Background: an optimization exercise with open tools, aiming at small area. Do not read the settings as production practice. Only simulation tests tie the RTL to the original design; equivalence was not proved. Power figures rest on the tool's default switching activity, not on a simulated workload.

## red
==> flow/design.v <==
`timescale 1ns/1ns
module frame_deser (
  input  logic         adc_clk,
  input  logic         dcm_reset,
  input  logic [31:0]  adc_in,
  input  logic         adc_sync,
  input  logic         adc_overrange,
  output logic [133:0] frame,
  output logic         frame_valid
);
  localparam int STAGES = 5;
  logic [1:0] slot;
  logic       valid_s1;
  logic       valid_s2;
  always_ff @(posedge adc_clk) begin
    if (dcm_reset) begin
      slot     <= '0;   
      valid_s1 <= 1'b0;
      valid_s2 <= 1'b0;
    end else begin
      slot     <= slot + 1'b1;   
      valid_s1 <= (slot == 2'd3);
      valid_s2 <= valid_s1;
    end
  end
  assign frame_valid = valid_s2;
  logic [31:0] data [STAGES];
  logic        sync [STAGES];
  logic        ovr  [STAGES];
  always_ff @(posedge adc_clk) begin
    data[0] <= adc_in;
    sync[0] <= adc_sync;
    ovr[0]  <= adc_overrange;
    for (int i = 1; i < STAGES; i++) begin
      data[i] <= data[i-1];
      sync[i] <= sync[i-1];
      ovr[i]  <= ovr[i-1];
    end
  end
  always_comb begin
    for (int n = 0; n < 4; n++) begin
      frame[102 + 8*n +: 8] = data[4-n][31:24];
      frame[70  + 8*n +: 8] = data[4-n][23:16];
      frame[38  + 8*n +: 8] = data[4-n][15:8];
      frame[6   + 8*n +: 8] = data[4-n][7:0];
      frame[2 + n]          = sync[4-n];
    end
    frame[0] = ovr[4] | ovr[3];
    frame[1] = ovr[2] | ovr[1];
  end
endmodule
`timescale 1ns/1ns
module frame_fifo (
  input  logic         adc_clk,
  input  logic         dcm_reset,
  input  logic [133:0] frame,
  input  logic         frame_valid,
  output logic [133:0] out_frame,
  output logic         out_valid,
  input  logic         out_ready,
  output logic         overflow
);
  localparam int FRAME_W    = 134;
  localparam int FIFO_DEPTH = 8;   
  logic [FRAME_W-1:0] mem [FIFO_DEPTH];
  logic [3:0]         wr_ptr;
  logic [3:0]         rd_ptr;
  logic full;
  logic wr_en;
  logic rd_en;
  assign out_valid = (wr_ptr != rd_ptr);
  assign full      = (wr_ptr == {~rd_ptr[3], rd_ptr[2:0]});
  assign rd_en     = out_valid & out_ready;
  assign wr_en     = frame_valid & (~full | rd_en);
  always_comb begin
    out_frame = '0;
    for (int k = 0; k < FIFO_DEPTH; k++) begin
      out_frame = out_frame | (mem[k] & {FRAME_W{rd_ptr[2:0] == 3'(k)}});
    end
  end
  always_ff @(posedge adc_clk) begin
    for (int k = 0; k < FIFO_DEPTH; k++) begin
      if (wr_en && wr_ptr[2:0] == 3'(k)) begin
        mem[k] <= frame;
      end
    end
  end
  always_ff @(posedge adc_clk) begin
    if (dcm_reset) begin
      wr_ptr <= '0;
      rd_ptr <= '0;
    end else begin
      if (wr_en) wr_ptr <= wr_ptr + 1'b1;
      if (rd_en) rd_ptr <= rd_ptr + 1'b1;
    end
  end
  always_ff @(posedge adc_clk) begin
    if (dcm_reset) begin
      overflow <= 1'b0;
    end else if (frame_valid & ~wr_en) begin
      overflow <= 1'b1;
    end
  end
endmodule
`timescale 1ns/1ns
module adc_capture_top #(
  parameter int EXTRA_REG = 1   
) (
  input  logic         adc_clk,
  input  logic         dcm_reset,
  input  logic [31:0]  adc_in,
  input  logic         adc_sync,
  input  logic         adc_overrange,
  output logic [133:0] out_frame,
  output logic         out_valid,
  input  logic         out_ready,
  output logic         overflow   
);
  logic [133:0] deser_frame;
  logic         deser_valid;   
  frame_deser u_frame_deser (
    .adc_clk       (adc_clk),
    .dcm_reset     (dcm_reset),
    .adc_in        (adc_in),
    .adc_sync      (adc_sync),
    .adc_overrange (adc_overrange),
    .frame         (deser_frame),
    .frame_valid   (deser_valid)
  );
  frame_fifo u_frame_fifo (
    .adc_clk     (adc_clk),
    .dcm_reset   (dcm_reset),
    .frame       (deser_frame),
    .frame_valid (deser_valid),
    .out_frame   (out_frame),
    .out_valid   (out_valid),
    .out_ready   (out_ready),
    .overflow    (overflow)
  );
endmodule
Settings: LEC_CHECK=0, CAP_MARGIN=20, CORE_MARGIN=2, CORE_UTILIZATION=65, SLEW_MARGIN=20; clock period 5.0 ns.
standard.sh (not shown) runs the stock make flow with config.mk's settings and CLKGATE_MAP_FILE= SYNTH_SCRIPT=/design/flow/synth_recipe.tcl, a recipe that flattens the netlist after the stock synthesis.
==> flow/flow/run.sh <==
#!/bin/bash
# Own flow: the standard layout (standard.sh) with three changes.
#  1. Synthesis runs synth_recipe.tcl unchanged but with an area-oriented
#     ABC mapping script (flow/abc_area_map.script) in place of ORFS's
#     abc_speed.script; registers, their names and cell types are as in the
#     standard synthesis, only the combinational mapping differs.
#  2. Ports are buffered with sky130_fd_sc_hd__buf_1.
#  3. The clock tree uses larger sink clusters and no dummy loads.
# Each step writes its full output to its own log in the work folder.
set -o pipefail
mkdir -p scripts_area
for f in "$FLOW_HOME"/scripts/*; do ln -sf "$f" scripts_area/; done
rm -f scripts_area/abc_speed.script
cp flow/abc_area_map.script scripts_area/abc_speed.script
bash standard.sh SCRIPTS_DIR=$PWD/scripts_area synth > synth.log 2>&1 || exit 1
export BUFFER_PORTS_ARGS="-buffer_cell sky130_fd_sc_hd__buf_1"
export CTS_ARGS="-sink_clustering_enable -repair_clock_nets -dont_use_dummy_load -sink_clustering_size 20 -sink_clustering_max_diameter 60 -buf_list sky130_fd_sc_hd__clkbuf_8"
bash standard.sh floorplan > floorplan.log 2>&1 || exit 1
bash standard.sh place > place.log 2>&1 || exit 1
bash standard.sh cts > cts.log 2>&1 || exit 1
bash standard.sh route > route.log 2>&1 || exit 1
bash standard.sh finish > finish.log 2>&1 || exit 1
==> flow/flow/abc_area_map.script <==
strash
&get -n
&fraig -x
&put
scorr
dc2
strash
&get -n
&dch -f
&nf
&put
The following lists how blue was set up differently from red:
--- a/flow/design.v
+++ b/flow/design.v
@@ -62,37 +62,44 @@
 );
   localparam int FRAME_W    = 134;
   localparam int FIFO_DEPTH = 8;   
   logic [FRAME_W-1:0] mem [FIFO_DEPTH];
-  logic [3:0]         wr_ptr;
-  logic [3:0]         rd_ptr;
+  logic [2:0]         wr_ptr;
+  logic [FIFO_DEPTH-1:0] rd_sel;   
+  logic [3:0]         count;   
   logic full;
   logic wr_en;
   logic rd_en;
-  assign out_valid = (wr_ptr != rd_ptr);
-  assign full      = (wr_ptr == {~rd_ptr[3], rd_ptr[2:0]});
+  assign full      = count[3];
+  assign out_valid = (count != '0);
   assign rd_en     = out_valid & out_ready;
   assign wr_en     = frame_valid & (~full | rd_en);
   always_comb begin
     out_frame = '0;
     for (int k = 0; k < FIFO_DEPTH; k++) begin
-      out_frame = out_frame | (mem[k] & {FRAME_W{rd_ptr[2:0] == 3'(k)}});
+      out_frame = out_frame | (mem[k] & {FRAME_W{rd_sel[k]}});
     end
   end
   always_ff @(posedge adc_clk) begin
     for (int k = 0; k < FIFO_DEPTH; k++) begin
-      if (wr_en && wr_ptr[2:0] == 3'(k)) begin
+      if (wr_en && wr_ptr == 3'(k)) begin
         mem[k] <= frame;
       end
     end
   end
   always_ff @(posedge adc_clk) begin
     if (dcm_reset) begin
       wr_ptr <= '0;
-      rd_ptr <= '0;
+      rd_sel <= FIFO_DEPTH'(1);
+      count  <= '0;
     end else begin
       if (wr_en) wr_ptr <= wr_ptr + 1'b1;
-      if (rd_en) rd_ptr <= rd_ptr + 1'b1;
+      if (rd_en) rd_sel <= {rd_sel[FIFO_DEPTH-2:0], rd_sel[FIFO_DEPTH-1]};
+      case ({wr_en, rd_en})
+        2'b10:   count <= count + 1'b1;
+        2'b01:   count <= count - 1'b1;
+        default: count <= count;
+      endcase
     end
   end
   always_ff @(posedge adc_clk) begin
     if (dcm_reset) begin
Notes after the runs:
- Against red, blue comes in 0.66 ns higher on smallest setup slack after layout.
- Cmp red and blue / number of buffers outside the clock class in the layout / lower: blue
- Total of fill cells in the finished design (blue over red): increase, 1.9%
- For the cell count, blue came in 0.80% higher than red did.
- Post-detailed-placement cell area delta (blue -> red): insignificant
- As far as clock network contribution to total cell area is concerned, blue and red perform about the same.
- red | status: complete | timing, DRC, antenna: pass
- blue: flow completed, timing, DRC and antenna clean
- Looking at worst slack on hold paths, blue sits 0.020 ns above red.
- blue: post-synthesis instance total 29 above red
- Compared red against blue; number of clock buffers inserted by TritonCTS within noise.
- Looking at red and blue, the fraction of area in multi-input gates is a wash.
- blue against red: combinational fraction of design power fell by 8.8 points; core box area stayed essentially flat.

[port drivers added, routing unchanged]
The flow's constraints put no driver on any port. The routed layouts listed below were extracted and timed again, unchanged, in two steps. Step 1 (the two cells are an assumption about what drives the block):
set clk [get_ports {adc_clk}]
set_driving_cell -lib_cell sky130_fd_sc_hd__clkbuf_16 $clk
set_driving_cell -lib_cell sky130_fd_sc_hd__buf_2 [delete_from_list [all_inputs] $clk]
Step 2 times the ports against the registers' clock, not the clock port: input delays grow and output delays shrink by t, the midpoint of the rising clock arrivals with the driver on. Slacks: ideal / step 1 / step 2; pairs: ideal / step 1.
| run | shift t [ns] | slack for setup (ns) | worst hold slack (ns) | worst data-port slew with drivers (ns) |
|---|---|---|---|---|
| red | 0.742 | 0.535 / 0.473 / 1.214 | 0.304 / 0.304 / 0.304 | 0.07 |
| blue | 0.740 | 1.196 / 1.137 / 1.547 | 0.324 / 0.324 / 0.324 | 0.04 |
After both steps every run listed still meets setup and hold.
